From an optimization exercise on the open Yosys and OpenROAD flow, aimed at small area and a short achievable clock period; shortcuts taken in it are not production practice.
Function was checked by simulation only, so behaviour that the tests miss may differ from the original.
No driver is modelled on the clock port, so clocking that relies on it looks cheaper here than on a real chip.
Power is estimated from default activity; no workload was simulated.

## flow/design.v (module list and top-level ports; edited modules follow where they fit)
// module conv_energy_tree: 1685 lines
// module conv_fa: 10 lines
// module conv_xnor: 7 lines
// module conv_ha: 9 lines
// module conv_or: 7 lines
// module conv_energy_cmp: 618 lines
// module conv_xor: 7 lines
// module conv_nor: 7 lines
// module conv_peak_detect: 113 lines
module conv_peak_detect
#(
  parameter int unsigned MAX_LEN = 8,
  parameter int unsigned IDX_W   = 4
) (
  input  logic                  clk,
  input  logic                  rst,
  input  logic                  in_valid,
  input  logic [2*conv_pkg::SAMPLE_W-1:0] in_data,
  output logic                  out_valid,
  output conv_pkg::energy_t        out_peak,
  output logic [IDX_W-1:0]      out_idx,
  output logic [IDX_W-1:0]      out_len,
  output logic                  out_ovf,
  output logic                  out_err
);
  // ...
==> flow/flow/run.sh <==
#!/bin/bash
set -euo pipefail
export BUFFER_PORTS_ARGS="-buffer_cell sky130_fd_sc_hd__buf_1"
export CTS_ARGS="-sink_clustering_enable -repair_clock_nets -sink_clustering_size 22 -sink_clustering_max_diameter 80 -dont_use_dummy_load"
bash standard.sh > standard.log 2>&1
==> flow/standard.sh <==
#!/bin/bash
# synth_recipe.tcl (not shown) runs the flow's synth.tcl, then flattens the netlist and writes it again
# the make line also repeats each setting of config.mk as NAME=value (left out here)
make -C /OpenROAD-flow-scripts/flow DESIGN_CONFIG=/design/flow/config.mk WORK_HOME=/design/flow/orfs CLKGATE_MAP_FILE= SYNTH_SCRIPT=/design/flow/synth_recipe.tcl "${@:-finish}"
==> flow/config.mk <==
export PLATFORM = sky130hd
export DESIGN_NAME = conv_peak_detect
export DESIGN_NICKNAME = conv_peak_detect
export VERILOG_FILES = /design/flow/design.v
export SDC_FILE = /design/flow/constraint.sdc
export NUM_CORES = 4
export LEC_CHECK = 0
export ABC_CLOCK_PERIOD_IN_PS = 4000
export CAP_MARGIN = 20
export CORE_MARGIN = 2
export CORE_UTILIZATION = 40
export CTS_CLUSTER_DIAMETER = 80
export CTS_CLUSTER_SIZE = 22
export PLACE_DENSITY = 0.6
export SETUP_SLACK_MARGIN = 3.8
export SLEW_MARGIN = 20
export SYNTH_HIERARCHICAL = 1
export SYNTH_MINIMUM_KEEP_SIZE = 0
==> flow/constraint.sdc <==
create_clock -name core_clock -period 7.5 [get_ports {clk}]
set_input_delay 1.5000 -clock core_clock [delete_from_list [all_inputs] [get_ports {clk}]]
set_output_delay 1.5000 -clock core_clock [all_outputs]
set_load 0.01 [all_outputs]
==> out/results.txt, run 1 <==
Synth Net Count = 1781
Met2 Wirelength = 17300 µm
Max Fclk = 0.277 GHz
GR met1 Demand/Resource = 24.7%
Critical path origin = d1[25]
Status = finished clean
Inverters = 25
Clock-net power = 0.000731 W
Crit. path cell count = 7
Critical path cell sequence = nand2_1, fa_1, fa_1, fa_1, fa_1, fa_1, fa_1
GP Congestion = 0.880
Row count = 73
Hold depth = 0
Top pwr grp = combinational cells
Commonest non-fill, non-tap cell in the layout = fa_1
Hold path startpoint = f1
Reg2reg end = hs2_n[17]
Post-Route Setup TNS = 0 ns
Final Core Density = 41.9%
Busiest grt layer = met2
Clock power share = 13.5%
# port buffers = 85
Comb_multi_in = 1039
Finished Cell Area = 16600 µm²
Mapped cell area = 16000 µm²
Crit path required time = 7.88 ns
Top class by area = multi-input gates
Gates resized, CTS repair = 32
==> inputs of run 2 (changes only) <==
--- a/flow/config.mk
+++ b/flow/config.mk
@@ -18 +18,2 @@
 export SYNTH_MINIMUM_KEEP_SIZE = 0
+export TNS_END_PERCENT = 5
==> run 2 against run 1 <==
Against the previous run:
- still clean on timing, DRC and antenna
- combinational power hardly changed
- worst setup slack worse by 0.039 ns
- clock power hardly changed
- synthesized cell count stayed put
- global-route usage hardly changed
- routed wire length hardly changed
- maximum frequency is 1.1% lower
- total power hardly changed
- sequential share of layout area hardly changed
- worst hold slack stayed put
- via count is 0.12% higher
- largest cell class unchanged
==> out/results.txt, run 2 <==
Status = finished clean
Clock Tree Buf Depth = 3
Syn_area_per_cell = 11.4 µm²
Post-Syn Instances = 1412
Period minus WS final = 3.65 ns
# port buffers = 85 (unchanged)
Max-slew headroom = 29.2%
Max layer used = met4
DR WL/cell = 19.4 µm
Reg2reg path depth = 7
Clock power share = 13.5% (about the same)
GRT Overall Usage = 18.4%
Reg2reg setup slack = 3.85 ns
Met2 Wirelength = 17400 µm (+0.42%)
Vias in the first global route = 10700
H-tree depth = 1
Register area = 4560 µm²
Die Y = 204 µm
Sw Share = 41.0%
Worst-margin pin slew = 1.06 ns
Latest clock arrival within the worst-skew pair = 0.51 ns
Synth Net Count = 1781 (unchanged)
Skew final = 0.0507 ns
Row count = 73 (unchanged)
Hold Vio Cnt, Final = 0
Largest net degree at the start of global routing = 52
Lkg Pwr = 5.90 nW
IR drop worst, VDD = 0.160 mV
Slew Limit Fails = 0
Reg-to-reg startpoint = d1[18]
Root Buffer = clkbuf_16
Kind of critical path = flop to flop
CP endpoint kind = flop
TritonCTS clock tree = built
Post-Route Setup TNS = 0 ns (unchanged)
Psw = 0.00222 W
Critical path origin = d1[18]
Internal power = 0.00320 W
Clk slew on worst S/H paths = 0.08 ns
Commonest non-fill, non-tap cell in the layout = fa_1
Pwr dens = 327 nW/µm²
Reg2reg end = hs2_n[11]
Multi-input logic area = 10400 µm²
Hold Crit Class = flop to flop
CTS Buf Count = 15
Nets = 1760
Fillers = 3743
Biggest registers after layout = d1: 36 flops, max_e: 36 flops, out_peak: 36 flops
GP Congestion = 0.880 (unchanged)
CP Max Fanout = 19
Metal-1 WL = 16600 µm
Final ANT Viol Nets = 0
Worst Setup Start Kind = flop
First-pass GRT wire length = 59400 µm
Clk sinks = 203
Starting Density = 40.4%
Mapped cell area = 16000 µm² (unchanged)
Initial DRT Pass Iterations = 5
Grt ovf = 0
Seq pwr share = 32.6%
Antenna violations before repair = 0
Via count = 9721
Area Growth Syn to Fin = 3.48%
Comb pwr share = 54.0%
Endpoints failing setup = 0
Ports = 86
Die X = 204 µm
HPWL Detailed = 27100 µm
Core ar. = 39600 µm²
Max Fclk = 0.274 GHz (-1.1%)
Placed cell areas = 16000 µm²
Starting DRT DRC Count = 550
Finished Cell Area = 16600 µm² (about the same)
Design Power = 0.00543 W
RSZ-0062 raised after global routing = true
DRT Wirelength = 37200 µm
Residual DRC = 0
DIE AREA = 41700 µm²
Arr. time, crit path = 4.04 ns
Via/cell ratio = 5.08
Worst Setup EP = hs2_n[11]
Crit share post-route = 48.7%
Syn. warnings = 7
Crit path required time = 7.89 ns (about the same)
WL met3 = 2630 µm
N_diodes = 0
Most frequent cells in the layout = fa_1, nand2_1, dfxtp_1, nor2_1, buf_1
Max-cap violation count = 0
Share of post-route cells with drive strength above 1 = 7.49%
Hold Buf Count CTS = 0
run 2: cell count changes in the layout (fill, tap and decap cells not counted):
cell and change:
buf_4 +2, buf_6 -2, dfxtp_2 +2, dfxtp_4 -2
run 2: what timing repair did:
action / in CTS / in global routing
pin swaps: 0 / 1
endpoints found under the setup margin: 67 / 63
gates resized for setup: 26 / 24
gates cloned: 0 / 1
buffers inserted: 0 / 8
run 2: worst min-delay path by stage:
stage,start,endpoint,slack [ns],cells past startpoint
detailed placement,f1,f2,0.32,0
CTS,f1,f2,0.34,0
global placement,f1,f2,0.32,0
floorplan,f1,f2,0.31,0
global route,f1,f2,0.34,0
finish,f1,f2,0.33,0
run 2: per-stage QoR:
stage                     worst slack, ns  instances  utilization (%)  hold slack, ns
after CTS                            3.73       1905             41.5           0.338
after detailed placement             3.34       1890             40.5           0.318
after global routing                 3.75       1914             41.9           0.336
after floorplan                      3.86       1412                -           0.310
after global placement               3.34       1890             40.5           0.315
final                                3.85       1914             41.9           0.333
run 2: critical path: stages, from the launching register on:
cell,delay (ns)
dfxtp_2,0.62
and2_1,0.23
fa_1,0.43
fa_1,0.54
fa_1,0.43
fa_1,0.40
fa_1,0.51
fa_1,0.40
run 2: area by class of cell:
cell class | count | share of cell area, %
Tap cell | 525 | 3.96
Inverter | 25 | 0.566
Clock buffer | 15 | 2.26
Multi-Input combinational cell | 1039 | 62.7
Timing Repair Buffer | 107 | 3.04
Sequential cell | 203 | 27.5
run 2: metal layers:
layer / GRT usage (%) / vias up
met4: 5.02 / 0
met1: 24.7 / 5046
met5: 0 / -
met3: 3.86 / 41
met2: 30.3 / 287
li1: - / 4347
run 2: power by group through the flow:
stage	Combinational (W)	Sequential, W	Clock (W)
after floorplan	0.00291	0.00170	0
after global placement	0.00280	0.00180	0
after detailed placement	0.00291	0.00180	0
after CTS	0.00292	0.00178	0.000765
after global routing	0.00336	0.00181	0.000813
final	0.00293	0.00177	0.000731
==> inputs of run 3 (changes only) <==
--- a/flow/config.mk
+++ b/flow/config.mk
@@ -18,2 +18,2 @@
 export SYNTH_MINIMUM_KEEP_SIZE = 0
-export TNS_END_PERCENT = 5
+export TNS_END_PERCENT = 30
==> run 3 against run 2 <==
Against the previous run:
- critical endpoint unchanged
- critical path type unchanged
- final cell count down 0.42%
- global-route usage hardly changed
- final area shrank 0.62%
- combinational power about the same
- clock skew about the same
- maximum frequency fell by 1.3%
- still clean on timing, DRC and antenna
- core utilization is 0.26 points lower
- total power is essentially flat
- sequential power barely moved
==> out/results.txt, run 3 <==
Worst Setup Start Kind = flop
CP Max Fanout = 19 (unchanged)
First-pass GRT wire length = 59400 µm (about the same)
Endpoints failing setup = 0 (unchanged)
Psw = 0.00222 W (about the same)
TritonCTS clock tree = built
Sw Share = 41.0% (about the same)
DIE AREA = 41700 µm² (unchanged)
Lkg Pwr = 5.85 nW (-0.81%)
Postcts setup bufs = 0 (unchanged)
Fillers = 3756 (+0.35%)
Comb pwr share = 53.8% (-0.2 points)
HPWL Detailed = 27100 µm (unchanged)
GRT Overall Usage = 18.4% (about the same)
Root Buffer = clkbuf_16
Clock power share = 13.5% (about the same)
Worst path slowest cell = dfxtp_2
Ports = 86 (unchanged)
Pwr dens = 329 nW/µm² (+0.56%)
Core ar. = 39600 µm² (unchanged)
Final ANT Viol Nets = 0 (unchanged)
Syn_area_per_cell = 11.4 µm² (unchanged)
Share of post-route cells with drive strength above 1 = 6.88% (-0.61 points)
Clk sinks = 203 (unchanged)
Commonest non-fill, non-tap cell in the layout = fa_1
Cell mode on critical path = fa_1
Critical path cell sequence = nand2_1, fa_1, fa_1, fa_1, fa_1, fa_1, fa_1
Max-slew headroom = 29.2% (about the same)
Mapped cell area = 16000 µm² (unchanged)
Skew final = 0.0504 ns (-0.000319 ns)
Post-Syn Instances = 1412 (unchanged)
Crit share post-route = 49.3% (+0.64 points)
Reg2reg setup slack = 3.80 ns (-0.05 ns)
Area Growth Syn to Fin = 2.84%
Clock Tree Buf Depth = 3 (unchanged)
Row count = 73 (unchanged)
Slew Limit Fails = 0 (unchanged)
Kind of critical path = flop to flop
Max Fclk = 0.270 GHz (-1.3%)
Antenna violations before repair = 0 (unchanged)
CTS Buf Count = 15 (unchanged)
Period minus WS final = 3.70 ns (+0.0479 ns)
Arr. time, crit path = 4.09 ns (+0.05 ns)
Placed cell areas = 16000 µm² (unchanged)
Status = finished clean
H-tree depth = 1 (unchanged)
N_diodes = 0 (unchanged)
GP Congestion = 0.880 (unchanged)
Die X = 204 µm (unchanged)
Max-cap violation count = 0 (unchanged)
Initial DRT Pass Iterations = 7 (+2)
Biggest registers after layout = d1: 36 flops, max_e: 36 flops, out_peak: 36 flops
Hold Crit Class = flop to flop
Grt ovf = 0 (unchanged)
Clk slew on worst S/H paths = 0.08 ns (about the same)
DRT Wirelength = 37200 µm (about the same)
Most frequent cells in the layout = fa_1, nand2_1, dfxtp_1, nor2_1, buf_1
Crit path required time = 7.89 ns (about the same)
Seq pwr share = 32.7% (about the same)
Synth Net Count = 1781 (unchanged)
Nets = 1752 (-0.45%)
Critical path origin = d1[27]
Reg2reg end = hs2_n[11]
Worst hold slack = 0.333 ns (+0.0000230 ns)
Starting Density = 40.4% (unchanged)
Internal power = 0.00320 W (about the same)
Worst-margin pin slew = 1.06 ns (-0.0000275 ns)
Finished Cell Area = 16500 µm² (-0.62%)
Reg-to-reg startpoint = d1[27]
Via/cell ratio = 5.08 (+0.12%)
Syn. warnings = 7 (unchanged)
DR WL/cell = 19.5 µm (+0.36%)
RSZ-0062 raised after global routing = true
Hold Vio Cnt, Final = 0 (unchanged)
Vias in the first global route = 10800 (+0.047%)
Largest net degree at the start of global routing = 52 (unchanged)
Max incr delay on CP = 0.65 ns (+0.03 ns)
Die Y = 204 µm (unchanged)
Post-Route Setup TNS = 0 ns (unchanged)
Residual DRC = 0 (unchanged)
# port buffers = 85 (unchanged)
IR drop worst, VDD = 0.160 mV (about the same)
Reg2reg path depth = 7 (unchanged)
Via count = 9692 (-0.30%)
Latest clock arrival within the worst-skew pair = 0.51 ns (about the same)
Starting DRT DRC Count = 532 (-3.3%)
CP endpoint kind = flop
Worst Setup EP = hs2_n[11]
## run 3: layout make-up
type / instances / area, µm² / area share, %
Tap cell: 525 / 657 / 3.98
Inverter: 25 / 93.8 / 0.569
Multi-Input combinational cell: 1039 / 10400 / 63.1
Clock buffer: 15 / 375 / 2.28
Timing Repair Buffer: 99 / 425 / 2.58
Sequential cell: 203 / 4540 / 27.5
## run 3: power groups by stage
stage,logic [W],clock network (W),registers [W]
floorplan,0.00291,0,0.00170
global placement,0.00280,0,0.00180
detailed placement,0.00291,0,0.00180
CTS,0.00292,0.000765,0.00178
global route,0.00335,0.000813,0.00181
finish,0.00292,0.000732,0.00177
## run 3: per-stage QoR
step	setup slack (ns)	instances	util (%)	total power, W
global placement	3.34	1890	40.5	0.00460
detailed placement	3.34	1890	40.5	0.00472
finish	3.80	1906	41.6	0.00542
CTS	3.79	1905	41.6	0.00546
global route	3.70	1906	41.6	0.00598
floorplan	3.86	1412	-	0.00460
## run 3: worst min path at each step
stage          startpoint  end  slack, ns  cells past startpoint
6_report               f1   f2       0.33                      0
3_5_place_dp           f1   f2       0.32                      0
3_3_place_gp           f1   f2       0.32                      0
4_1_cts                f1   f2       0.34                      0
5_1_grt                f1   f2       0.34                      0
2_1_floorplan          f1   f2       0.31                      0
## run 3: routing by layer
metal	global-route usage (%)	wire length, µm	vias up
met5	0	0	-
met2	30.3	17300	305
li1	-	-	4328
met4	5.02	695	0
met1	24.7	16500	5012
met3	3.86	2630	47
## run 3: repair_timing
item                       in CTS  in global routing
setup endpoints to repair      67                 56
pin swaps                       0                  1
gates resized for setup        32                  3
hold buffers                    0                  0
cloned                          0                  1
## run 3: worst max-delay path: cells and delay by family, from the launching register on
family | cells | cell delay, ns
fa+ha+maj | 6 | 2.81
simple gates | 1 | 0.15
flops | 1 | 0.65
==> inputs of run 4 (changes only) <==
--- a/flow/config.mk
+++ b/flow/config.mk
@@ -14,3 +14,3 @@
 export PLACE_DENSITY = 0.6
-export SETUP_SLACK_MARGIN = 3.8
+export SETUP_SLACK_MARGIN = 3.9
 export SLEW_MARGIN = 20
@@ -18,2 +18 @@
 export SYNTH_MINIMUM_KEEP_SIZE = 0
-export TNS_END_PERCENT = 30
==> run 4 against run 3 <==
Against the previous run:
- first-iteration DRC count grew 25%
- critical path depth is 1 higher
- total power increased by 2.3%
- highest routed layer is now met5
- maximum frequency increased by 3.7%
- still clean on timing, DRC and antenna
- synthesized area is the same
- worst setup slack improved by 0.13 ns
- die area is the same
- clock-buffer cell count increased by 1
- final cell count is 4.2% higher
==> out/results.txt, run 4 <==
Clock power share = 13.8% (+0.3 points)
Design Power = 0.00555 W (+2.3%)
Die Y = 204 µm (unchanged)
Seq pwr share = 31.8% (-0.9 points)
Max Fclk = 0.280 GHz (+3.7%)
First-pass GRT wire length = 60800 µm (+2.3%)
Hold Buf Count CTS = 0 (unchanged)
Slew Limit Fails = 0 (unchanged)
Crit path required time = 7.89 ns (about the same)
Grt ovf = 0 (unchanged)
Fin cells = 1986 (+4.2%)
CTS Buf Count = 16 (+1)
CP endpoint kind = flop
Root Buffer = clkbuf_16
Clock Tree Buf Depth = 3 (unchanged)
Starting DRT DRC Count = 666 (+25%)
HPWL Detailed = 27100 µm (about the same)
Status = finished clean
Commonest non-fill, non-tap cell in the layout = fa_1
DRT Wirelength = 39500 µm (+6.2%)
Sw Share = 40.9% (-0.092 points)
IR drop worst, VDD = 0.148 mV (-7.3%)
Row count = 73 (unchanged)
# port buffers = 85 (unchanged)
Starting Density = 40.4% (unchanged)
Skew final = 0.0542 ns (+0.00386 ns)
Psw = 0.00227 W (+2.1%)
Ports = 86 (unchanged)
Post-Syn Instances = 1412 (unchanged)
CP Max Fanout = 9 (-10)
Vias in the first global route = 10900 (+1.2%)
Die X = 204 µm (unchanged)
Placed cell count = 1886 (-0.21%)
Endpoints failing setup = 0 (unchanged)
DR WL/cell = 19.9 µm (+1.9%)
Synth Net Count = 1781 (unchanged)
Worst hold slack = 0.338 ns (+0.00491 ns)
Comb pwr share = 54.5% (+0.7 points)
Pwr dens = 319 nW/µm² (-3.0%)
Residual DRC = 0 (unchanged)
Antenna violations before repair = 1 (+1)
H-tree depth = 1 (unchanged)
Worst Setup Start Kind = flop
Period minus WS final = 3.57 ns (-0.133 ns)
GP Congestion = 0.837 (-4.9%)
Nets = 1832 (+4.6%)
Via count = 10100 (+4.2%)
Crit share post-route = 47.6% (-1.8 points)
Clk sinks = 203 (unchanged)
GRT Overall Usage = 18.9% (+0.48 points)
Via/cell ratio = 5.08 (about the same)
Biggest registers after layout = d1: 36 flops, max_e: 36 flops, out_peak: 36 flops
Syn. warnings = 7 (unchanged)
Lkg Pwr = 6.31 nW (+7.8%)
Mapped cell area = 16000 µm² (unchanged)
Kind of critical path = flop to flop
Worst-margin pin slew = 0.937 ns (-0.125 ns)
Initial DRT Pass Iterations = 7 (unchanged)
Most frequent cells in the layout = fa_1, nand2_1, dfxtp_1, nor2_1, buf_1
N_diodes = 0 (unchanged)
Share of post-route cells with drive strength above 1 = 14.0% (+7.2 points)
Post-Route Setup TNS = 0 ns (unchanged)
Final ANT Viol Nets = 0 (unchanged)
Max-cap violation count = 0 (unchanged)
Latest clock arrival within the worst-skew pair = 0.52 ns (about the same)
Hold Vio Cnt, Final = 0 (unchanged)
Arr. time, crit path = 3.96 ns (-0.13 ns)
Area Growth Syn to Fin = 8.47%
Hold Crit Class = flop to flop
DIE AREA = 41700 µm² (unchanged)
Core ar. = 39600 µm² (unchanged)
Largest net degree at the start of global routing = 52 (unchanged)
Syn_area_per_cell = 11.4 µm² (unchanged)
TritonCTS clock tree = built
Max-slew headroom = 37.5% (+8.3 points)
Internal power = 0.00328 W (+2.5%)
RSZ-0062 raised after global routing = true
Clk slew on worst S/H paths = 0.09 ns (about the same)
run 4: cell types whose count changed in the layout (fill, tap and decap cells not counted), moves of 5 or more:
cell     previous run  this run
buf_4              14        75
buf_12              0        11
fa_2                0        21
dfxtp_1           138       133
dfxtp_2            13         2
dfxtp_4            10        26
fa_1              304       283
buf_6               0         5
run 4: area by class of cell:
cell class	instances	area, µm²
inverter	25	93.8
sequential	203	4580
timing repair buffer	178	1190
tap	525	657
multi-input combinational	1039	10500
clock buffer	16	400
fill	3746	22200
run 4: layer usage:
| layer | up-vias | track usage, % | routed length, µm |
|---|---|---|---|
| met5 | - | 0 | 13 |
| met4 | 2 | 4.74 | 836 |
| met2 | 355 | 31.0 | 18400 |
| met1 | 5183 | 25.8 | 17300 |
| li1 | 4495 | - | - |
| met3 | 61 | 3.67 | 2910 |
run 4: worst paths after layout:
kind	start	endpoint	slack, ns	depth (start not counted)
worst min register to register	f1	f2	0.34	0
worst min-delay path	f1	f2	0.34	0
worst max-delay path	d1[20]	hs2_n[13]	3.93	8
worst max register to register	d1[20]	hs2_n[13]	3.93	8
run 4: power groups by stage:
stage	combinational, W	sequential (W)	clock, W
after global routing	0.00344	0.00180	0.000837
after global placement	0.00278	0.00182	0
final	0.00302	0.00176	0.000764
after floorplan	0.00292	0.00170	0
after detailed placement	0.00291	0.00182	0
after CTS	0.00293	0.00179	0.000803
run 4: critical path, stage by stage (launching register included):
cell,delay (ns)
dfxtp_1,0.31
buf_12,0.14
and2_2,0.19
fa_2,0.44
fa_1,0.58
fa_2,0.46
fa_2,0.37
fa_1,0.50
fa_1,0.49
run 4: timing repair:
item | in CTS | in global routing
gates resized for setup | 57 | 50
endpoints found under the setup margin | 78 | 56
pin swaps | 0 | 12
setup buffers | 6 | 77
gates cloned | 0 | 1
run 4: per-stage QoR:
step                      worst slack [ns]  util [%]  instance area (µm²)
after floorplan                       3.91         -                16100
after global placement                3.34      40.4                16000
after detailed placement              3.28      40.4                16000
after CTS                             3.90      41.8                16600
after global routing                  3.86      43.9                17400
final                                 3.93      43.9                17400
==> inputs of run 5 (changes only) <==
--- a/flow/config.mk
+++ b/flow/config.mk
@@ -14,3 +14,3 @@
 export PLACE_DENSITY = 0.6
-export SETUP_SLACK_MARGIN = 3.9
+export SETUP_SLACK_MARGIN = 3.7
 export SLEW_MARGIN = 20
==> run 5 against run 4 <==
Against the previous run:
- maximum frequency down 3.4%
- worst setup slack got worse by 0.13 ns
- routed wire length down 5.9%
- sequential share of layout area increased by 1.2 points
- sequential cell count is the same
- sequential power about the same
- combinational power is 3% lower
==> out/results.txt, run 5 <==
Status = finished clean
Ports = 86 (unchanged)
Crit share post-route = 49.3% (+1.7 points)
HPWL Detailed = 27100 µm (about the same)
Clk sinks = 203 (unchanged)
Multi-input logic area = 10400 µm² (-0.64%)
Mapped cell area = 16000 µm² (unchanged)
Die Y = 204 µm (unchanged)
Residual DRC = 0 (unchanged)
Hold path startpoint = f1
Vias in the first global route = 10700 (-1.2%)
Max incr delay on CP = 0.63 ns (+0.05 ns)
Arr. time, crit path = 4.08 ns (+0.12 ns)
Design Power = 0.00542 W (-2.3%)
Final ANT Viol Nets = 0 (unchanged)
TritonCTS clock tree = built
Biggest registers after layout = d1: 36 flops, max_e: 36 flops, out_peak: 36 flops
Latest clock arrival within the worst-skew pair = 0.51 ns (about the same)
Endpoints failing setup = 0 (unchanged)
Nets = 1752 (-4.4%)
Core ar. = 39600 µm² (unchanged)
Reg2reg end = hs2_n[15]
Register area = 4540 µm² (-0.96%)
Die X = 204 µm (unchanged)
GRT Overall Usage = 18.4% (-0.48 points)
Fillers = 3753 (+0.19%)
Reg2reg path depth = 7 (-1)
DRT Wirelength = 37200 µm (-5.9%)
First-pass GRT wire length = 59400 µm (-2.3%)
Largest net degree at the start of global routing = 52 (unchanged)
Cell mode on critical path = fa_1
Worst-margin pin slew = 1.06 ns (+0.124 ns)
Period minus WS final = 3.69 ns (+0.126 ns)
Hold Buf Count CTS = 0 (unchanged)
Lkg Pwr = 5.85 nW (-7.3%)
# port buffers = 85 (unchanged)
DIE AREA = 41700 µm² (unchanged)
Via count = 9715 (-3.8%)
Clock Tree Buf Depth = 3 (unchanged)
Root Buffer = clkbuf_16
Post-Syn Instances = 1412 (unchanged)
DR WL/cell = 19.5 µm (-1.9%)
H-tree depth = 1 (unchanged)
Hold Crit Class = flop to flop
Antenna violations before repair = 0 (-1)
Critical path cell sequence = nand2_1, fa_1, fa_1, fa_1, fa_1, fa_1, fa_1
Syn. warnings = 7 (unchanged)
Reg-to-reg startpoint = d1[10]
Skew final = 0.0510 ns (-0.00320 ns)
Hold Vio Cnt, Final = 0 (unchanged)
Via/cell ratio = 5.10 (+0.27%)
Reg2reg setup slack = 3.81 ns (-0.13 ns)
Area Growth Syn to Fin = 2.86%
Starting Density = 40.4% (unchanged)
Hold EP = f2
Row count = 73 (unchanged)
Max-slew headroom = 29.2% (-8.3 points)
WP buf/inv = 0 (-1)
Slew Limit Fails = 0 (unchanged)
Max Fclk = 0.271 GHz (-3.4%)
Max-cap violation count = 0 (unchanged)
Starting DRT DRC Count = 522 (-22%)
Clk slew on worst S/H paths = 0.09 ns (about the same)
Crit path required time = 7.89 ns (about the same)
Worst path slowest cell = dfxtp_2
Hold depth = 0 (unchanged)
N_diodes = 0 (unchanged)
Worst Setup Start Kind = flop
Share of post-route cells with drive strength above 1 = 6.88% (-7.2 points)
Synth Net Count = 1781 (unchanged)
Post-Route Setup TNS = 0 ns (unchanged)
IR drop worst, VDD = 0.160 mV (+7.8%)
Pwr dens = 329 nW/µm² (+3.0%)
Most frequent cells in the layout = fa_1, nand2_1, dfxtp_1, nor2_1, buf_1
Kind of critical path = flop to flop
CTS Buf Count = 15 (-1)
Grt ovf = 0 (unchanged)
CP endpoint kind = flop
Initial DRT Pass Iterations = 7 (unchanged)
CP Max Fanout = 19 (+10)
CP delay by family, top = adder cells
RSZ-0062 raised after global routing = false
Syn_area_per_cell = 11.4 µm² (unchanged)
Commonest non-fill, non-tap cell in the layout = fa_1
GP Congestion = 0.880 (+5.2%)
-- run 5: worst register-to-register path, stage by stage, from the launching register on --
cell	delay (ns)
dfxtp_2	0.63
nand2_1	0.17
fa_1	0.48
fa_1	0.57
fa_1	0.43
fa_1	0.39
fa_1	0.52
fa_1	0.42
-- run 5: metrics by stage --
| stage | utilization, % | cells | setup WS (ns) | hold WS (ns) | area, µm² |
|---|---|---|---|---|---|
| after CTS | 41.5 | 1905 | 3.71 | 0.338 | 16400 |
| after floorplan | - | 1412 | 3.86 | 0.310 | 16000 |
| after global routing | 41.6 | 1906 | 3.71 | 0.336 | 16500 |
| after detailed placement | 40.5 | 1890 | 3.34 | 0.318 | 16000 |
| after global placement | 40.5 | 1890 | 3.34 | 0.315 | 16000 |
| final | 41.6 | 1906 | 3.81 | 0.333 | 16500 |
-- run 5: timing repair --
action                                  4_1_cts  5_1_grt
hold endpoints to repair                      0        0
buffers inserted                              0        0
resized for setup                            22       13
gates cloned                                  0        1
endpoints found under the setup margin       65       42
-- run 5: final cells by class --
cell class	count	area share, %
multi-input cells	1039	63.1
flip-flops and latches	203	27.5
well taps	525	3.98
repair buffers	99	2.58
clock buffers	15	2.28
inverters	25	0.569
-- run 5: worst max-delay path by stage --
stage                      to  cells after the start  slack [ns]   start
floorplan           hs2_n[14]                     10        3.86  d1[33]
global placement    hs2_n[11]                      7        3.34  d1[26]
detailed placement  hs2_n[11]                      7        3.34  d1[26]
CTS                 hs2_n[11]                      7        3.71  d1[26]
global route        hs2_n[15]                      7        3.71  d1[10]
finish              hs2_n[15]                      7        3.81  d1[10]
-- run 5: routing by layer --
metal	vias to the layer above	GRT usage, %	part of all wire [%]
met2	328	30.3	47
met4	0	5.02	1.9
met5	-	0	0
met1	5012	24.7	44
li1	4329	-	-
met3	46	3.86	7.1
-- run 5: report_power, final --
group	internal (W)	switching (W)	leakage, nW
Combinational	0.00136	0.00156	3.95
Clock	0.000356	0.000377	0.185
Sequential	0.00148	0.000287	1.72
==> inputs of run 6 (changes only) <==
--- a/flow/config.mk
+++ b/flow/config.mk
@@ -7,3 +7,3 @@
 export LEC_CHECK = 0
-export ABC_CLOCK_PERIOD_IN_PS = 4000
+export ABC_CLOCK_PERIOD_IN_PS = 2500
 export CAP_MARGIN = 20
@@ -14,3 +14,3 @@
 export PLACE_DENSITY = 0.6
-export SETUP_SLACK_MARGIN = 3.7
+export SETUP_SLACK_MARGIN = 3.8
 export SLEW_MARGIN = 20
==> run 6 against run 5 <==
Against the previous run:
- clock skew is essentially flat
- clock-buffer cell count is the same
- final area grew 0.68%
- worst hold slack is essentially flat
- critical path depth is the same
- register-to-register slack gained 0.08 ns
- critical endpoint is now hs2_n[17]
- worst setup slack gained 0.080 ns
- still clean
==> out/results.txt, run 6 <==
Placed cell count = 1890 (unchanged)
Grt ovf = 0 (unchanged)
Antenna violations before repair = 0 (unchanged)
Residual DRC = 0 (unchanged)
CTS Buf Count = 15 (unchanged)
Arr. time, crit path = 4.00 ns (-0.08 ns)
Die X = 204 µm (unchanged)
CP Max Fanout = 19 (unchanged)
H-tree depth = 1 (unchanged)
Most frequent cells in the layout = fa_1, nand2_1, dfxtp_1, nor2_1, buf_1
RSZ-0062 raised after global routing = false
Slew Limit Fails = 0 (unchanged)
Reg2reg setup slack = 3.89 ns (+0.08 ns)
Hold Vio Cnt, Final = 0 (unchanged)
Synth Net Count = 1781 (unchanged)
GRT Overall Usage = 18.4% (about the same)
Via/cell ratio = 5.07 (-0.48%)
Skew final = 0.0507 ns (-0.000341 ns)
Endpoints failing setup = 0 (unchanged)
Initial DRT Pass Iterations = 5 (-2)
Final ANT Viol Nets = 0 (unchanged)
Status = finished clean
GP Congestion = 0.880 (unchanged)
Hold EP = f2
Vias in the first global route = 10800 (+0.047%)
Max-slew headroom = 29.2% (-0.060 points)
Clk sinks = 203 (unchanged)
HPWL Detailed = 27100 µm (unchanged)
Commonest non-fill, non-tap cell in the layout = fa_1
Starting Density = 40.4% (unchanged)
Hold Buf Count CTS = 0 (unchanged)
Hold depth = 0 (unchanged)
Area Growth Syn to Fin = 3.56%
Crit path required time = 7.88 ns (about the same)
TritonCTS clock tree = built
Starting DRT DRC Count = 593 (+14%)
Clk slew on worst S/H paths = 0.09 ns (about the same)
CP endpoint kind = flop
N_diodes = 0 (unchanged)
Kind of critical path = flop to flop
Period minus WS final = 3.61 ns (-0.0798 ns)
Share of post-route cells with drive strength above 1 = 7.49% (+0.61 points)
Nets = 1760 (+0.46%)
Fin cells = 1914 (+0.42%)
Hold Crit Class = flop to flop
DIE AREA = 41700 µm² (unchanged)
Latest clock arrival within the worst-skew pair = 0.51 ns (about the same)
Row count = 73 (unchanged)
Max Fclk = 0.277 GHz (+2.2%)
First-pass GRT wire length = 59400 µm (about the same)
Biggest registers after layout = d1: 36 flops, max_e: 36 flops, out_peak: 36 flops
# port buffers = 85 (unchanged)
Reg-to-reg startpoint = d1[25]
Lkg Pwr = 5.91 nW (+0.86%)
Root Buffer = clkbuf_16
Clock Tree Buf Depth = 3 (unchanged)
Largest net degree at the start of global routing = 52 (unchanged)
DR WL/cell = 19.5 µm (-0.22%)
Core ar. = 39600 µm² (unchanged)
Pwr dens = 327 nW/µm² (-0.57%)
Worst-margin pin slew = 1.06 ns (+0.000898 ns)
Max incr delay on CP = 0.54 ns (-0.09 ns)
Critical path cell sequence = nand2_1, fa_1, fa_1, fa_1, fa_1, fa_1, fa_1
Post-Syn Instances = 1412 (unchanged)
Ports = 86 (unchanged)
Reg2reg end = hs2_n[17]
Cell mode on critical path = fa_1
Post-Route Setup TNS = 0 ns (unchanged)
Max-cap violation count = 0 (unchanged)
Reg2reg path depth = 7 (unchanged)
Crit share post-route = 48.2% (-1.1 points)
Fillers = 3743 (-0.27%)
Mapped cell area = 16000 µm² (unchanged)
Syn. warnings = 7 (unchanged)
Syn_area_per_cell = 11.4 µm² (unchanged)
Die Y = 204 µm (unchanged)
Via count = 9709 (-0.062%)
Hold path startpoint = f1
Worst path slowest cell = fa_1
IR drop worst, VDD = 0.160 mV (about the same)
Worst Setup Start Kind = flop
DRT Wirelength = 37200 µm (+0.20%)
-- run 6: cell count changes in the layout (fill, tap and decap cells not counted) --
cell | before | now
buf_4 | 14 | 15
buf_6 | 0 | 7
dfxtp_1 | 138 | 137
dfxtp_2 | 12 | 3
dfxtp_4 | 11 | 21
o21ai_0 | 14 | 13
o21ai_1 | 0 | 1
-- run 6: worst max-delay path by stage --
stage,from,end,slack [ns]
after floorplan,d1[33],hs2_n[14],3.86
after global placement,d1[26],hs2_n[11],3.34
after detailed placement,d1[26],hs2_n[11],3.34
after CTS,d1[29],hs2_n[11],3.79
after global routing,d1[20],hs2_n[14],3.80
final,d1[25],hs2_n[17],3.89
-- run 6: worst max-delay path, delay by kind of cell, from the launching register on --
family | cells | cell delay (ns)
adders and majority gates | 6 | 2.83
DFF | 1 | 0.53
and+or+nand+nor | 1 | 0.13
-- run 6: layout make-up --
| type | count | area [µm²] | area share [%] |
|---|---|---|---|
| sequential | 203 | 4570 | 27.5 |
| timing repair buffer | 107 | 512 | 3.08 |
| tap | 525 | 657 | 3.96 |
| multi-input combinational | 1039 | 10400 | 62.6 |
| clock buffer | 15 | 375 | 2.26 |
| inverter | 25 | 93.8 | 0.565 |
-- run 6: per-stage QoR --
step / hold slack, ns / utilization [%] / instance area [µm²] / setup slack, ns / power (W)
after detailed placement: 0.318 / 40.5 / 16000 / 3.34 / 0.00472
after floorplan: 0.310 / - / 16000 / 3.86 / 0.00460
after CTS: 0.338 / 41.6 / 16500 / 3.79 / 0.00546
after global placement: 0.315 / 40.5 / 16000 / 3.34 / 0.00460
after global routing: 0.336 / 41.9 / 16600 / 3.80 / 0.00598
final: 0.333 / 41.9 / 16600 / 3.89 / 0.00543
-- run 6: layer usage --
metal / wire, µm / vias to the layer above / part of all wire, % / track usage (%)
li1: - / 4346 / - / -
met1: 16800 / 5045 / 45 / 24.7
met2: 17300 / 274 / 46 / 30.3
met3: 2490 / 44 / 6.7 / 3.86
met4: 677 / 0 / 1.8 / 5.02
met5: 0 / - / 0 / 0
-- run 6: timing repair --
action,CTS,global route
gates resized for setup,32,22
setup endpoints to repair,67,56
cloned,0,1
pin swaps,0,1
hold endpoints to repair,0,0
setup buffers,0,8
-- run 6: power by group --
part / internal, W / switching, W / leakage (nW)
Clock: 0.000356 / 0.000376 / 0.185
Combinational: 0.00136 / 0.00156 / 3.99
Sequential: 0.00148 / 0.000283 / 1.73
Total: 0.00320 / 0.00222 / 5.91
==> inputs of run 7 (changes only) <==
--- a/flow/config.mk
+++ b/flow/config.mk
@@ -7,9 +7,9 @@
 export LEC_CHECK = 0
-export ABC_CLOCK_PERIOD_IN_PS = 2500
+export ABC_CLOCK_PERIOD_IN_PS = 4000
 export CAP_MARGIN = 20
 export CORE_MARGIN = 2
-export CORE_UTILIZATION = 40
+export CORE_UTILIZATION = 55
 export CTS_CLUSTER_DIAMETER = 80
 export CTS_CLUSTER_SIZE = 22
-export PLACE_DENSITY = 0.6
+export PLACE_DENSITY = 0.7
 export SETUP_SLACK_MARGIN = 3.8
==> run 7 against run 6 <==
Against the previous run:
- still clean on timing, DRC and antenna
- critical path type unchanged
- total power grew 0.15%
- worst hold slack improved by 0.0053 ns
- final cell count decreased by 7.4%
==> out/results.txt, run 7 <==
Post-Syn Instances = 1412 (unchanged)
H-tree depth = 1 (unchanged)
DR WL/cell = 19.4 µm (-0.12%)
WP buf/inv = 0 (unchanged)
CP delay by family, top = adder cells
# port buffers = 85 (unchanged)
Row count = 62 (-15%)
Kind of critical path = flop to flop
CTS Buf Count = 15 (unchanged)
Status = finished clean
Worst path slowest cell = fa_1
Cell mode on critical path = fa_1
Reg2reg path depth = 7 (unchanged)
Max incr delay on CP = 0.57 ns (+0.03 ns)
Critical path cell sequence = nand2_1, fa_1, fa_1, fa_1, fa_1, fa_1, fa_1
Root Buffer = clkbuf_16
Biggest registers after layout = d1: 36 flops, max_e: 36 flops, out_peak: 36 flops
Design Power = 0.00543 W (+0.15%)
Max-slew headroom = 31.6% (+2.5 points)
Reg2reg setup slack = 3.87 ns (-0.02 ns)
Slew Limit Fails = 0 (unchanged)
Largest net degree at the start of global routing = 52 (unchanged)
Pre-CTS setup slack = 3.32 ns (-0.0200 ns)
Period minus WS final = 3.63 ns (+0.0206 ns)
Synth Net Count = 1781 (unchanged)
Ports = 86 (unchanged)
HPWL Detailed = 25100 µm (-7.4%)
Worst-margin pin slew = 1.03 ns (-0.0373 ns)
Hold Crit Class = flop to flop
Skew final = 0.0395 ns (-0.0112 ns)
Worst Setup Start Kind = flop
Crit. path cell count = 7 (unchanged)
Commonest non-fill, non-tap cell in the layout = fa_1
CP endpoint kind = flop
Reg2reg end = hs2_n[14]
Post-Route Setup TNS = 0 ns (unchanged)
Antenna violations before repair = 0 (unchanged)
Syn. warnings = 7 (unchanged)
Initial DRT Pass Iterations = 5 (unchanged)
Lkg Pwr = 5.90 nW (about the same)
Mapped cell area = 16000 µm² (unchanged)
RSZ-0062 raised after global routing = true
N_diodes = 0 (unchanged)
Fillers = 2419 (-35%)
Most frequent cells in the layout = fa_1, nand2_1, dfxtp_1, nor2_1, buf_1
DRT Wirelength = 34500 µm (-7.5%)
Pwr dens = 331 nW/µm² (+1.2%)
Syn_area_per_cell = 11.4 µm² (unchanged)
Starting Density = 55.9% (+15 points)
Fin worst setup slack = 3.87 ns (-0.0206 ns)
Starting DRT DRC Count = 745 (+26%)
Max Fclk = 0.275 GHz (-0.57%)
Die Y = 175 µm (-14%)
Max-cap violation count = 0 (unchanged)
Crit path required time = 7.87 ns (about the same)
DIE AREA = 30500 µm² (-27%)
CP Max Fanout = 19 (unchanged)
Vias in the first global route = 10700 (-0.90%)
GP Congestion = 0.900 (+2.3%)
Crit share post-route = 48.5% (+0.28 points)
Hold depth = 0 (unchanged)
Via count = 9818 (+1.1%)
Hold Vio Cnt, Final = 0 (unchanged)
IR drop worst, VDD = 0.160 mV (+0.32%)
Clk sinks = 203 (unchanged)
Arr. time, crit path = 4.01 ns (about the same)
GRT Overall Usage = 23.6% (+5.1 points)
Reg-to-reg startpoint = d1[25]
Die X = 175 µm (-14%)
Clk slew on worst S/H paths = 0.08 ns (about the same)
Latest clock arrival within the worst-skew pair = 0.49 ns (-0.02 ns)
Clock Tree Buf Depth = 3 (unchanged)
Critical path origin = d1[25]
Nets = 1760 (unchanged)
TritonCTS clock tree = built
Endpoints failing setup = 0 (unchanged)
First-pass GRT wire length = 56400 µm (-4.9%)
Final ANT Viol Nets = 0 (unchanged)
Share of post-route cells with drive strength above 1 = 7.49% (unchanged)
Worst Setup EP = hs2_n[14]
Grt ovf = 0 (unchanged)
Hold path startpoint = f1
Core ar. = 28700 µm² (-28%)
Area Growth Syn to Fin = 2.43%
Residual DRC = 0 (unchanged)
Via/cell ratio = 5.54 (+9.2%)
-- run 7: final cells by class --
cell class	instances	area (µm²)	share of cell area [%]
multi-input combinational	1039	10400	63.3
sequential	203	4570	27.8
timing repair buffer	107	508	3.09
tap	384	480	2.93
clock buffer	15	375	2.29
inverter	25	93.8	0.571
-- run 7: stage by stage --
stage / hold WS (ns) / utilization, % / std cells / instance area [µm²]
floorplan: 0.310 / - / 1412 / 16000
global placement: 0.315 / 55.3 / 1749 / 15900
detailed placement: 0.318 / 55.3 / 1749 / 15900
CTS: 0.341 / 56.8 / 1764 / 16300
global route: 0.349 / 57.2 / 1773 / 16400
finish: 0.339 / 57.2 / 1773 / 16400
-- run 7: timing repair --
| item | in CTS | in global routing |
|---|---|---|
| setup buffers | 0 | 8 |
| cloned | 0 | 1 |
| resized for setup | 34 | 18 |
| endpoints found under the setup margin | 69 | 47 |
| hold buffers | 0 | 0 |
| pin swaps | 0 | 0 |
| endpoints found under the hold margin | 0 | 0 |
-- run 7: worst min-delay path by stage --
stage / slack [ns] / end
after floorplan: 0.31 / f2
after global placement: 0.32 / f2
after detailed placement: 0.32 / f2
after CTS: 0.34 / f2
after global routing: 0.35 / f2
final: 0.34 / f2
-- run 7: worst reg2reg max path, delay by kind of cell (launching register included) --
family	cells	cell delay [ns]
DFF	1	0.52
adders and majority gates	6	2.89
and+or+nand+nor	1	0.15
-- run 7: power breakdown --
part	switching [W]	internal [W]
registers	0.000291	0.00148
logic	0.00157	0.00137
clock network	0.000359	0.000356
-- run 7: routing by layer --
| metal | wire length (µm) | share of wire (%) | global-route usage (%) |
|---|---|---|---|
| met2 | 15900 | 46 | 38.1 |
| met5 | 0 | 0 | 0 |
| met4 | 679 | 2.0 | 5.97 |
| met1 | 15100 | 44 | 33.0 |
| met3 | 2840 | 8.3 | 4.63 |
==> inputs of run 8 (changes only) <==
==> flow/flow/run.sh (replaced) <==
#!/bin/bash
set -euo pipefail
here=$(pwd)
export BUFFER_PORTS_ARGS="-buffer_cell sky130_fd_sc_hd__buf_1"
export CTS_ARGS="-sink_clustering_enable -repair_clock_nets -sink_clustering_size 22 -sink_clustering_max_diameter 80 -dont_use_dummy_load"
export SKIP_CTS_REPAIR_TIMING=1
export POST_CTS_TCL="$here/flow/skew.tcl"
bash standard.sh > standard.log 2>&1
==> flow/flow/skew.tcl (new file) <==
# POST_CTS hook: delay the clock of the carry-save registers (the tree's
# output register, hs2_n/hc2_n/lo2_n/lc2_n) by one small clock buffer per
# group of up to four of them on the same leaf clock net. This moves time
# from the stage after them (compare against the running maximum) to the
# stage before them (the squarer tree); both stages are register to
# register, none of these registers has a path from an input or to an output.
# Then the setup/hold repair that CTS would have run (SKIP_CTS_REPAIR_TIMING
# is set by run.sh so it runs here, once, with the skew in place).
set block [ord::get_db_block]
set master [[ord::get_db] findMaster sky130_fd_sc_hd__clkbuf_2]
set groups [dict create]
foreach inst [$block getInsts] {
  if {![regexp {^(hs2_n|hc2_n|lo2_n|lc2_n)\[?} [$inst getName]]} { continue }
  set ck [$inst findITerm CLK]
  if {$ck eq "NULL" || $ck eq ""} { continue }
  set net [$ck getNet]
  dict lappend groups [$net getName] $inst
}
set n 0
dict for {netname insts} $groups {
  set net [$block findNet $netname]
  set sorted [lsort -command {apply {{a b} {
    set la [$a getLocation]; set lb [$b getLocation]
    expr {[lindex $la 0] + [lindex $la 1] < [lindex $lb 0] + [lindex $lb 1] ? -1 : 1}
  }}} $insts]
  for {set i 0} {$i < [llength $sorted]} {incr i 4} {
    set grp [lrange $sorted $i [expr {$i + 3}]]
    set buf [odb::dbInst_create $block $master "skew_buf_$n"]
    set bnet [odb::dbNet_create $block "skew_clk_$n"]
    $bnet setSigType CLOCK
    [$buf findITerm A] connect $net
    [$buf findITerm X] connect $bnet
    set sx 0; set sy 0
    foreach f $grp {
      set ck [$f findITerm CLK]
      $ck disconnect
      $ck connect $bnet
      set l [$f getLocation]
      incr sx [lindex $l 0]; incr sy [lindex $l 1]
    }
    set k [llength $grp]
    $buf setLocation [expr {$sx / $k}] [expr {$sy / $k}]
    $buf setPlacementStatus PLACED
    incr n
  }
}
puts "skew.tcl: inserted $n clock buffers for [dict size $groups] leaf nets"
global_connect
detailed_placement
estimate_parasitics -placement
repair_timing_helper
detailed_placement
check_placement -verbose
--- a/flow/config.mk
+++ b/flow/config.mk
@@ -10,6 +10,6 @@
 export CORE_MARGIN = 2
-export CORE_UTILIZATION = 55
+export CORE_UTILIZATION = 40
 export CTS_CLUSTER_DIAMETER = 80
 export CTS_CLUSTER_SIZE = 22
-export PLACE_DENSITY = 0.7
+export PLACE_DENSITY = 0.6
 export SETUP_SLACK_MARGIN = 3.8
==> run 8 against run 7 <==
Against the previous run:
- still clean on timing, DRC and antenna
- critical path depth did not move
- synthesized area did not move
- core utilization fell by 15 points
- synthesized cell count did not move
- largest power group unchanged
==> out/results.txt, run 8 <==
Via/cell ratio = 5.08 (-8.2%)
TritonCTS clock tree = built
Syn. warnings = 7 (unchanged)
Most frequent cells in the layout = fa_1, nand2_1, dfxtp_1, nor2_1, buf_1
Arr. time, crit path = 4.13 ns (+0.12 ns)
Post-Syn Instances = 1412 (unchanged)
Mapped cell area = 16000 µm² (unchanged)
Final ANT Viol Nets = 0 (unchanged)
Clock power share = 15.0% (+1.9 points)
Max-cap violation count = 0 (unchanged)
Nets = 1771 (+0.63%)
Hold Vio Cnt, Final = 0 (unchanged)
Placed cell areas = 16000 µm² (+1.1%)
Row count = 73 (+18%)
Initial DRT Pass Iterations = 8 (+3)
Biggest registers after layout = d1: 36 flops, max_e: 36 flops, out_peak: 36 flops
Crit share post-route = 48.5% (+0.060 points)
Reg2reg setup slack = 3.86 ns (about the same)
Final Core Density = 41.8% (-15 points)
Ports = 86 (unchanged)
Die Y = 204 µm (+17%)
Starting DRT DRC Count = 534 (-28%)
Max incr delay on CP = 0.67 ns (+0.10 ns)
Status = finished clean
CP delay by family, top = adder cells
Slew Limit Fails = 0 (unchanged)
Max-slew headroom = 29.8% (-1.8 points)
CP Max Fanout = 19 (unchanged)
Area Growth Syn to Fin = 3.40%
Kind of critical path = flop to flop
Lkg Pwr = 5.93 nW (+0.48%)
CP endpoint kind = flop
Pre-CTS setup slack = 3.34 ns (+0.0200 ns)
IR drop worst, VDD = 0.141 mV (-12%)
RSZ-0062 raised after global routing = false
Via count = 9783 (-0.36%)
Cell mode on critical path = fa_1
Worst Setup Start Kind = flop
Psw = 0.00226 W (+1.4%)
Hold Crit Class = flop to flop
DR WL/cell = 19.5 µm (+0.19%)
Vias in the first global route = 10900 (+1.9%)
Comb pwr share = 52.9% (-1.3 points)
First-pass GRT wire length = 59800 µm (+6.0%)
Fin worst setup slack = 3.86 ns (-0.00447 ns)
Fillers = 3769 (+56%)
Seq pwr share = 32.1% (-0.5 points)
Reg2reg path depth = 7 (unchanged)
DRT Wirelength = 37500 µm (+8.8%)
Internal power = 0.00327 W (+1.7%)
GP Congestion = 0.880 (-2.2%)
Largest net degree at the start of global routing = 52 (unchanged)
Crit path required time = 7.99 ns (+0.12 ns)
Commonest non-fill, non-tap cell in the layout = fa_1
Die X = 204 µm (+17%)
Hold depth = 0 (unchanged)
Latest clock arrival within the worst-skew pair = 0.63 ns (+0.14 ns)
Syn_area_per_cell = 11.4 µm² (unchanged)
Grt ovf = 0 (unchanged)
Clk sinks = 203 (unchanged)
Max Fclk = 0.275 GHz (-0.12%)
Synth Net Count = 1781 (unchanged)
Residual DRC = 0 (unchanged)
Core ar. = 39600 µm² (+38%)
# port buffers = 85 (unchanged)
Sw Share = 40.9% (-0.080 points)
Post-Route Setup TNS = 0 ns (unchanged)
GRT Overall Usage = 18.6% (-5.0 points)
Period minus WS final = 3.64 ns (+0.00447 ns)
Critical path cell sequence = nand2_1, fa_1, fa_1, fa_1, fa_1, fa_1, fa_1
Placed cell count = 1890 (+8.1%)
Worst-margin pin slew = 1.05 ns (+0.0274 ns)
WP buf/inv = 0 (unchanged)
Skew final = 0.166 ns (+0.126 ns)
Clk slew on worst S/H paths = 0.08 ns (about the same)
Antenna violations before repair = 0 (unchanged)
Worst path slowest cell = dfxtp_2
Starting Density = 40.4% (-15 points)
Fin cells = 1925 (+8.6%)
Share of post-route cells with drive strength above 1 = 8.14% (+0.66 points)
Finished Cell Area = 16600 µm² (+0.94%)
HPWL Detailed = 27100 µm (+8.0%)
N_diodes = 0 (unchanged)
Pwr dens = 333 nW/µm² (+0.65%)
Endpoints failing setup = 0 (unchanged)
Crit. path cell count = 7 (unchanged)
DIE AREA = 41700 µm² (+37%)
==> run 8: area by class of cell, clock buffers not listed <==
| cell class | count | area [µm²] | share of cell area [%] |
|---|---|---|---|
| Multi-Input combinational cell | 1039 | 10400 | 62.7 |
| Sequential cell | 203 | 4530 | 27.3 |
| Tap cell | 525 | 657 | 3.96 |
| Timing Repair Buffer | 99 | 425 | 2.57 |
| Buffer | 19 | 95.1 | 0.574 |
| Inverter | 25 | 93.8 | 0.566 |
==> run 8: worst reg2reg max path, delay by kind of cell (launching register included) <==
family | cells | cell delay (ns)
simple gates | 1 | 0.18
flops | 1 | 0.67
fa+ha+maj | 6 | 2.81
==> run 8: metrics by stage <==
| stage | total power [W] | hold slack (ns) |
|---|---|---|
| floorplan | 0.00460 | 0.310 |
| global placement | 0.00460 | 0.315 |
| detailed placement | 0.00472 | 0.318 |
| global route | 0.00609 | 0.322 |
| finish | 0.00552 | 0.324 |
==> run 8: worst paths after layout <==
path / start / endpoint
worst max-delay path: d1[27] / hs2_n[8]
worst min-delay path: f1 / f2
worst max register to register: d1[27] / hs2_n[8]
worst min register to register: f1 / f2
==> run 8: power by group through the flow <==
stage	registers (W)	logic (W)	clock network, W
finish	0.00177	0.00292	0.000830
global route	0.00181	0.00335	0.000925
detailed placement	0.00180	0.00291	0
global placement	0.00180	0.00280	0
floorplan	0.00170	0.00291	0
==> run 8: metal layers <==
metal / part of all wire, % / track usage (%)
met1: 44 / 24.8
met2: 47 / 30.6
met3: 6.9 / 3.91
met4: 2.0 / 5.20
met5: 0 / 0
==> inputs of run 9 (changes only) <==
--- a/flow/config.mk
+++ b/flow/config.mk
@@ -14,3 +14,3 @@
 export PLACE_DENSITY = 0.6
-export SETUP_SLACK_MARGIN = 3.8
+export SETUP_SLACK_MARGIN = 4.05
 export SLEW_MARGIN = 20
==> run 9 against run 8 <==
Against the previous run:
- global-route usage up 0.88 points
- sequential power about the same
- core utilization up 2.5 points
- worst setup slack better by 0.16 ns
- synthesized cell count unchanged
- clock power up 4.0%
- worst hold slack better by 0.0040 ns
- maximum frequency up 4.6%
- critical path type unchanged
- critical endpoint unchanged
- largest power group unchanged
==> out/results.txt, run 9 <==
Area Growth Syn to Fin = 9.59%
DIE AREA = 41700 µm² (unchanged)
GR met1 Demand/Resource = 25.3% (+0.54 points)
Lkg Pwr = 6.42 nW (+8.2%)
Nets = 1854 (+4.7%)
DRT Wirelength = 40000 µm (+6.7%)
RSZ-0062 raised after global routing = true
Reg-to-reg startpoint = d1[26]
Crit path required time = 8.01 ns (+0.02 ns)
Worst hold slack = 0.328 ns (+0.00404 ns)
Status = finished clean
Grt ovf = 0 (unchanged)
Busiest grt layer = met2
Post-Route Setup TNS = 0 ns (unchanged)
Crit share post-route = 46.4% (-2.1 points)
Kind of critical path = flop to flop
Antenna violations before repair = 0 (unchanged)
Synth Net Count = 1781 (unchanged)
Max Fclk = 0.287 GHz (+4.6%)
CP Max Fanout = 7 (-12)
Worst-margin pin slew = 0.922 ns (-0.131 ns)
IR drop worst, VDD = 0.166 mV (+17%)
Starting DRT DRC Count = 691 (+29%)
Final ANT Viol Nets = 0 (unchanged)
Hold Crit Class = flop to flop
Commonest non-fill, non-tap cell in the layout = nand2_1
Hold path startpoint = f1
Clk sinks = 203 (unchanged)
Mapped cell area = 16000 µm² (unchanged)
N_diodes = 0 (unchanged)
Post-Syn Instances = 1412 (unchanged)
Hold EP = f2
HPWL Detailed = 26900 µm (-1.0%)
Starting Density = 40.4% (unchanged)
Die X = 204 µm (unchanged)
TritonCTS clock tree = built
Syn. warnings = 7 (unchanged)
First-pass GRT wire length = 61700 µm (+3.2%)
Die Y = 204 µm (unchanged)
Biggest registers after layout = d1: 36 flops, max_e: 36 flops, out_peak: 36 flops
Max-cap violation count = 0 (unchanged)
GP Congestion = 0.845 (-4.0%)
DR WL/cell = 19.9 µm (+2.3%)
Fillers = 3722 (-1.2%)
Largest net degree at the start of global routing = 52 (unchanged)
Clk slew on worst S/H paths = 0.09 ns (about the same)
CP endpoint kind = flop
Residual DRC = 0 (unchanged)
Initial DRT Pass Iterations = 7 (-1)
Skew final = 0.168 ns (+0.00257 ns)
Hold Vio Cnt, Final = 0 (unchanged)
Syn_area_per_cell = 11.4 µm² (unchanged)
# port buffers = 85 (unchanged)
Reg2reg end = hs2_n[8]
Core ar. = 39600 µm² (unchanged)
Arr. time, crit path = 3.99 ns (-0.14 ns)
Ports = 86 (unchanged)
GRT Overall Usage = 19.4% (+0.88 points)
Via count = 10200 (+4.4%)
Via/cell ratio = 5.09 (about the same)
Hold depth = 0 (unchanged)
Endpoints failing setup = 0 (unchanged)
Period minus WS final = 3.48 ns (-0.159 ns)
Reg2reg path depth = 9 (+2)
Latest clock arrival within the worst-skew pair = 0.63 ns (about the same)
Pwr dens = 322 nW/µm² (-3.4%)
Max-slew headroom = 38.5% (+8.7 points)
Met2 usage = 32.1% (+1.5 points)
Slew Limit Fails = 0 (unchanged)
Worst Setup Start Kind = flop
Row count = 73 (unchanged)
Most frequent cells in the layout = nand2_1, fa_1, dfxtp_1, nor2_1, buf_1
Vias in the first global route = 11100 (+2.5%)
Reg2reg setup slack = 4.02 ns (+0.16 ns)
Share of post-route cells with drive strength above 1 = 15.4% (+7.3 points)
GR Util met3 = 4.38% (+0.48 points)
==> run 9: where the power goes <==
part	total, W	switching (W)	internal [W]
Clock	0.000863	0.000416	0.000447
Combinational	0.00303	0.00161	0.00142
Sequential	0.00176	0.000278	0.00148
==> run 9: per-layer routing <==
layer / up-vias / wire, µm / part of all wire (%)
met3: 86 / 3030 / 7.6
met4: 0 / 1260 / 3.1
met1: 5192 / 17100 / 43
met2: 392 / 18600 / 47
met5: - / 0 / 0
li1: 4542 / - / -
==> run 9: how the worst max path moves through the flow <==
| stage | start | end | slack (ns) | cells past startpoint |
|---|---|---|---|---|
| floorplan | d1[25] | hs2_n[15] | 3.92 | 10 |
| global placement | d1[34] | hs2_n[15] | 3.34 | 7 |
| detailed placement | d1[32] | hs2_n[14] | 3.28 | 7 |
| global route | d1[26] | hs2_n[8] | 3.99 | 9 |
| finish | d1[26] | hs2_n[8] | 4.02 | 9 |
==> run 9: area by class of cell, clock buffers not listed <==
type | instances | area, µm² | area share [%]
multi-input combinational | 1040 | 10500 | 59.8
sequential | 203 | 4570 | 26.0
inverter | 25 | 93.8 | 0.534
buffer | 20 | 100 | 0.570
tap | 525 | 657 | 3.74
timing repair buffer | 179 | 1250 | 7.11
==> run 9: metrics by stage <==
stage                     util, %  total power [W]  cells  cell area (µm²)  worst slack [ns]
final                        44.3          0.00565   2008            17600              4.02
after global routing         44.3          0.00619   2008            17600              3.99
after detailed placement     40.6          0.00471   1891            16100              3.28
after global placement       40.6          0.00460   1891            16100              3.34
after floorplan                 -          0.00462   1412            16200              3.92
==> run 9: worst max-delay path, stage by stage, from the launching register on <==
cell	delay (ns)
dfxtp_4	0.44
buf_4	0.15
buf_4	0.11
nand2_1	0.08
fa_2	0.55
fa_1	0.43
fa_1	0.49
fa_2	0.37
fa_1	0.50
fa_1	0.40

## re-timing with driven ports
No port has a modelled driver above. Below, the same layouts with a new extraction and two added sets of constraints.
Step 1: set_driving_cell puts a clkbuf_16 on clk and a buf_2 on each other input, an assumption about the parent block.
Step 2 times the ports against the registers' clock, not the clock port: input delays grow and output delays shrink by t, the midpoint of the rising clock arrivals with the driver on.
a / b / c = ideal / step 1 / step 2; a / b = the first two.
run | t, ns | slack for setup (ns) | worst data-port slew with drivers (ns)
run 1 | 0.540 | 3.886 / 3.886 / 3.886 | 0.04
run 2 | 0.539 | 3.847 / 3.847 / 3.847 | 0.05
run 3 | 0.541 | 3.799 / 3.799 / 3.799 | 0.05
run 4 | 0.540 | 3.932 / 3.932 / 3.932 | 0.05
run 5 | 0.540 | 3.806 / 3.806 / 3.806 | 0.05
run 6 | 0.540 | 3.886 / 3.886 / 3.886 | 0.04
run 7 | 0.516 | 3.865 / 3.865 / 3.865 | 0.03
run 8 | 0.599 | 3.861 / 3.861 / 3.861 | 0.05
run 9 | 0.599 | 4.020 / 4.020 / 4.020 | 0.05
After both steps every run listed still meets setup and hold.
